What follows belongs to an exercise in optimizing a design on an open flow for a short achievable clock period and few clock cycles; a production flow would make more cautious choices. The RTL was checked by simulation tests, not by an equivalence proof against the original design.

==> job 6595: inputs <==
// cpu
module cpu
(
  input  logic        clk,
  input  logic        reset,
  input  logic        run,
  input  logic        load_req,
  input  logic [15:0] load,         
  output logic        load_ack,
  output logic        retire_valid,
  output logic [40:0] retire,       
  output logic        halted
);
  localparam logic [3:0] op_add = 4'h0, op_sub = 4'h1, op_and = 4'h2, op_or  = 4'h3,
                         op_xor = 4'h4, op_shl = 4'h5, op_mov = 4'h6, op_li  = 4'h7,
                         op_lw  = 4'h8, op_sw  = 4'h9, op_beq = 4'hA, op_bne = 4'hB,
                         op_j   = 4'hC, op_jal = 4'hD, op_jr  = 4'hE, op_halt = 4'hF;
  function automatic logic [255:0] dec256(input logic [7:0] v);
    logic [15:0] hi, lo;
    hi = 16'd1 << v[7:4];
    lo = 16'd1 << v[3:0];
    for (int i = 0; i < 256; i++)
      dec256[i] = hi[i / 16] && lo[i % 16];
  endfunction
  function automatic logic is_two(input logic [7:0] ins);
    is_two = (ins[7:4] == op_li) || (ins[7:4] == op_beq) || (ins[7:4] == op_bne) ||
             (ins[7:4] == op_j)  || (ins[7:4] == op_jal);
  endfunction
  function automatic logic [7:0] target(input logic [7:0] pc, input logic [7:0] ins,
                                        input logic [7:0] imm);
  ...
==> module or16, before the edit <==
module or16
(
  input  logic [127:0] d,
  output logic [7:0]   q
);
  logic [63:0] l1;
  logic [31:0] l2;
  logic [15:0] l3;
  for (genvar k = 0; k < 8; k++)
  begin : g_l1
    or2x8 u_or (.a(d[16*k +: 8]), .b(d[16*k+8 +: 8]), .q(l1[8*k +: 8]));
  end
  for (genvar k = 0; k < 4; k++)
  begin : g_l2
    or2x8 u_or (.a(l1[16*k +: 8]), .b(l1[16*k+8 +: 8]), .q(l2[8*k +: 8]));
  end
  for (genvar k = 0; k < 2; k++)
  begin : g_l3
    or2x8 u_or (.a(l2[16*k +: 8]), .b(l2[16*k+8 +: 8]), .q(l3[8*k +: 8]));
  end
  or2x8 u_l4 (.a(l3[7:0]), .b(l3[15:8]), .q(q));
endmodule
==> module or2x8, before the edit <==
module or2x8
(
  input  logic [7:0] a,
  input  logic [7:0] b,
  output logic [7:0] q
);
  assign q = a | b;
endmodule
clock: 12.0 ns
lec_check: 0
cap_margin: 20
core_margin: 2
core_utilization: 42
setup_slack_margin: 5
slew_margin: 20
synth_hierarchical: 1
synth_minimum_keep_size: 0
buffer_ports_args: -buffer_cell sky130_fd_sc_hd__buf_4
tns_end_percent: 10
standard.sh (not shown) runs the stock make flow with config.mk's settings and CLKGATE_MAP_FILE= SYNTH_SCRIPT=/design/flow/synth_recipe.tcl, a recipe that flattens the netlist after the stock synthesis.
==> flow/flow/run.sh <==
#!/bin/bash
# The standard layout (standard.sh), changed in two ways:
#  - timing repair aims at an 8.5 ns setup margin instead of 5, so that paths
#    with slack to spare at the 12 ns target, the port buffers among them,
#    are also sped up (TNS repair limited to the worst 10% of endpoints);
#  - the port buffers are buf_4 cells.
# Every port keeps its buffer; the synthesis, floorplan, power grid and
# constraints are the standard flow's. The ORFS logs are in orfs/logs.
set -euo pipefail
cat >> config.mk <<'EOC'
export BUFFER_PORTS_ARGS = -buffer_cell sky130_fd_sc_hd__buf_4
export TNS_END_PERCENT = 10
EOC
sed 's/SETUP_SLACK_MARGIN=5 /SETUP_SLACK_MARGIN=8.5 /' standard.sh > standard_fast.sh
grep -q 'SETUP_SLACK_MARGIN=8.5 ' standard_fast.sh
bash standard_fast.sh > standard.log 2>&1
==> inputs of job 173, as changes to job 6595 <==
--- a/flow/design.v
+++ b/flow/design.v
@@ -441,26 +441,8 @@
 );
-  logic [63:0] l1;
-  logic [31:0] l2;
-  logic [15:0] l3;
-  for (genvar k = 0; k < 8; k++)
-  begin : g_l1
-    or2x8 u_or (.a(d[16*k +: 8]), .b(d[16*k+8 +: 8]), .q(l1[8*k +: 8]));
+  always_comb
+  begin
+    q = '0;
+    for (int i = 0; i < 16; i++)
+      q = q | d[8*i +: 8];
   end
-  for (genvar k = 0; k < 4; k++)
-  begin : g_l2
-    or2x8 u_or (.a(l1[16*k +: 8]), .b(l1[16*k+8 +: 8]), .q(l2[8*k +: 8]));
-  end
-  for (genvar k = 0; k < 2; k++)
-  begin : g_l3
-    or2x8 u_or (.a(l2[16*k +: 8]), .b(l2[16*k+8 +: 8]), .q(l3[8*k +: 8]));
-  end
-  or2x8 u_l4 (.a(l3[7:0]), .b(l3[15:8]), .q(q));
-endmodule
-module or2x8
-(
-  input  logic [7:0] a,
-  input  logic [7:0] b,
-  output logic [7:0] q
-);
-  assign q = a | b;
 endmodule
- CAP_MARGIN: 20 -> 30
- CORE_UTILIZATION: 42 -> 40
- SLEW_MARGIN: 20 -> 30
==> metrics list <==
* Final Max Tran Viols: 1
* Layout cells sized above 1: 0.2614
- The run finished, with violations left.
- Footprint of the multi-input gates: 0.1264 sq mm
* Cell count of the worst hold path: 1
* Layout Check Fail Reasons: capacitance limit, slew limit
- Max-capacitance violation count: 2
[end of results for job 6595]
==> metrics list <==
* Result of the run: timing/DRC/antenna clean
- At the later pin of the worst-skew pair, clock insertion delay measures 1.21 ns.
* Fraction of met2 tracks used by global routing: 0.6866
- Sum of net half-perimeters after detailed placement: 1152000 um
- Layout cells sized above 1: 0.2745
- Cell count of the worst hold path: 0
* Final Max Tran Viols: 0
* Footprint of the multi-input gates: 0.1239 sq mm
[end of results for job 173]
Testbench counts of job 6595, summed over its fixed seeds: cycles 80,938.
Testbench counts of job 173, summed over its fixed seeds: cycles 80,938.

---

==> nickel: inputs <==
Another version of the RTL of cpu (not shown whole).
Settings: LEC_CHECK=0, CAP_MARGIN=20, CORE_MARGIN=2, CORE_UTILIZATION=50, PLACE_DENSITY=0.62, SETUP_SLACK_MARGIN=5, SLEW_MARGIN=20, SYNTH_HIERARCHICAL=1, SYNTH_MINIMUM_KEEP_SIZE=0, BUFFER_PORTS_ARGS=-buffer_cell sky130_fd_sc_hd__buf_4, TNS_END_PERCENT=5; clock period 12.0 ns.
==> flow/flow/run.sh <==
#!/bin/bash
# The standard layout (standard.sh), changed in two ways:
#  - timing repair aims at an 8.5 ns setup margin instead of 5, so that paths
#    with slack to spare at the 12 ns target, the port buffers among them,
#    are also sped up (TNS repair limited to the worst 5% of endpoints);
#  - the port buffers are buf_4 cells.
# Every port keeps its buffer; the synthesis, floorplan, power grid and
# constraints are the standard flow's. The ORFS logs are in orfs/logs.
set -euo pipefail
cat >> config.mk <<'EOC'
export BUFFER_PORTS_ARGS = -buffer_cell sky130_fd_sc_hd__buf_4
export TNS_END_PERCENT = 5
EOC
sed 's/SETUP_SLACK_MARGIN=5 /SETUP_SLACK_MARGIN=8.5 /' standard.sh > standard_fast.sh
grep -q 'SETUP_SLACK_MARGIN=8.5 ' standard_fast.sh
bash standard_fast.sh > standard.log 2>&1
==> xenon: changes against nickel <==
==> flow/flow/run.sh (replaced) <==
#!/bin/bash
# The standard layout (standard.sh), changed in two ways:
#  - timing repair aims at a 7 ns setup margin instead of 5, so that paths
#    with slack to spare at the 12 ns target, the port buffers among them,
#    are also sped up (TNS repair limited to the worst 10% of endpoints);
#  - the port buffers are buf_4 cells.
# Every port keeps its buffer; the synthesis, floorplan, power grid and
# constraints are the standard flow's. The ORFS logs are in orfs/logs.
set -euo pipefail
cat >> config.mk <<'EOC'
export BUFFER_PORTS_ARGS = -buffer_cell sky130_fd_sc_hd__buf_4
export TNS_END_PERCENT = 10
EOC
sed 's/SETUP_SLACK_MARGIN=5 /SETUP_SLACK_MARGIN=7 /' standard.sh > standard_fast.sh
grep -q 'SETUP_SLACK_MARGIN=7 ' standard_fast.sh
bash standard_fast.sh > standard.log 2>&1
CORE_UTILIZATION = 40   (was 50)
PLACE_DENSITY = not set   (was 0.62)
TNS_END_PERCENT = 10   (was 5)
==> results.py <==
metrics = {
    "job": {
        "max-cap-violations": 2,
    },
    "status": {
        "layout_checks_that_failed": "capacitance limit, slew limit",
        "outcome": "complete, but fails checks",
    },
    "timing": {
        "max_slew_violation_count": 5,
    },
    "cells_and_area": {
        "share_of_the_final_layout_cell_area_in_multi_input_gates_pct": 37.85,
    },
    "placed_design": {
        "dp_slack_ns": 4.390,
    },
    "global_routing": {
        "first_global_vias": 223633,
    },
    "critical_path": {
        "timing.critical_path.cells": "a22o_1, a221oi_2, nand4_1, nor4_4, nand4_1, buf_6, buf_12, or4b_4, buf_6, o22ai_1, nor2_1, nand4_1, o21ai_2, buf_12, nor4_4, a221o_2",
    },
    "cts": {
        "postCtsResizedCells": 1195,
    },
    "route": {
        "wl_met2_mm": 594.6,
    },
}
That was nickel.
==> results.py <==
metrics = {
    "status": {
        "outcome": "timing/DRC/antenna clean",
    },
    "cts": {
        "postCtsResizedCells": 1002,
    },
    "critical_path": {
        "timing.critical_path.cells": "buf_12, a22o_1, a221oi_2, nand4_1, nor4_4, nand4_1, buf_6, buf_12, nand4b_1, buf_6, buf_4, o22ai_4, nor4_4, nand3_2, buf_6, a21oi_2, buf_6, buf_8, nor4_2, a221o_2",
        "critical_path_class": "reg -> reg",
    },
    "cells_and_area": {
        "area_share_clock_buf_inv_pct": 5.993,
        "share_of_the_final_layout_cell_area_in_multi_input_gates_pct": 37.48,
    },
    "global_routing": {
        "grt-busiest-layer": "met2",
        "first_global_vias": 224065,
    },
    "timing": {
        "final_period_minus_worst_setup_slack_ns": 6.212,
        "max_slew_violation_count": 0,
    },
    "route": {
        "drt-pass1-iter-count": 16,
    },
    "placed_design": {
        "port_buffers": 63,
        "dp_slack_ns": 3.936,
    },
    "synthesis": {
        "synth_top_area_share_pct": 49.90,
    },
    "job": {
        "max-cap-violations": 0,
    },
}
That was xenon.
Testbench counts of nickel, summed over its fixed seeds: cycles 80,938.
Testbench counts of xenon, summed over its fixed seeds: cycles 80,938.

## separate check: timing with driven ports
The results above use ideal ports. As a check the final layouts listed here were re-extracted and re-timed, cells and wires unchanged. Step 1: set_driving_cell puts a clkbuf_16 on clk and a buf_2 on each other input, an assumption about the parent block. Step 2 also shifts input and output timing later by t, the mid clock arrival at the registers, as if the neighbouring blocks saw the same clock. a / b / c = ideal / step 1 / step 2; a / b = the first two.
run	t (ns)	setup slack, ns	hold WS [ns]	latest minus earliest clock arrival (ns)	worst data-port slew with drivers (ns)
job 6595	1.303	5.528 / 5.528 / 5.100	0.476 / 0.476 / 0.476	0.096 / 0.096	0.22
job 173	1.316	5.842 / 5.842 / 4.891	0.419 / 0.419 / 0.419	0.116 / 0.116	0.13
nickel	1.337	5.828 / 5.828 / 4.833	0.468 / 0.468 / 0.468	0.164 / 0.164	0.16
xenon	1.312	5.788 / 5.788 / 5.247	0.425 / 0.425 / 0.425	0.084 / 0.084	0.19
For nickel, which loses most, drivers alone change the setup slack by 0.000 ns; drivers and shift together by -0.995 ns.
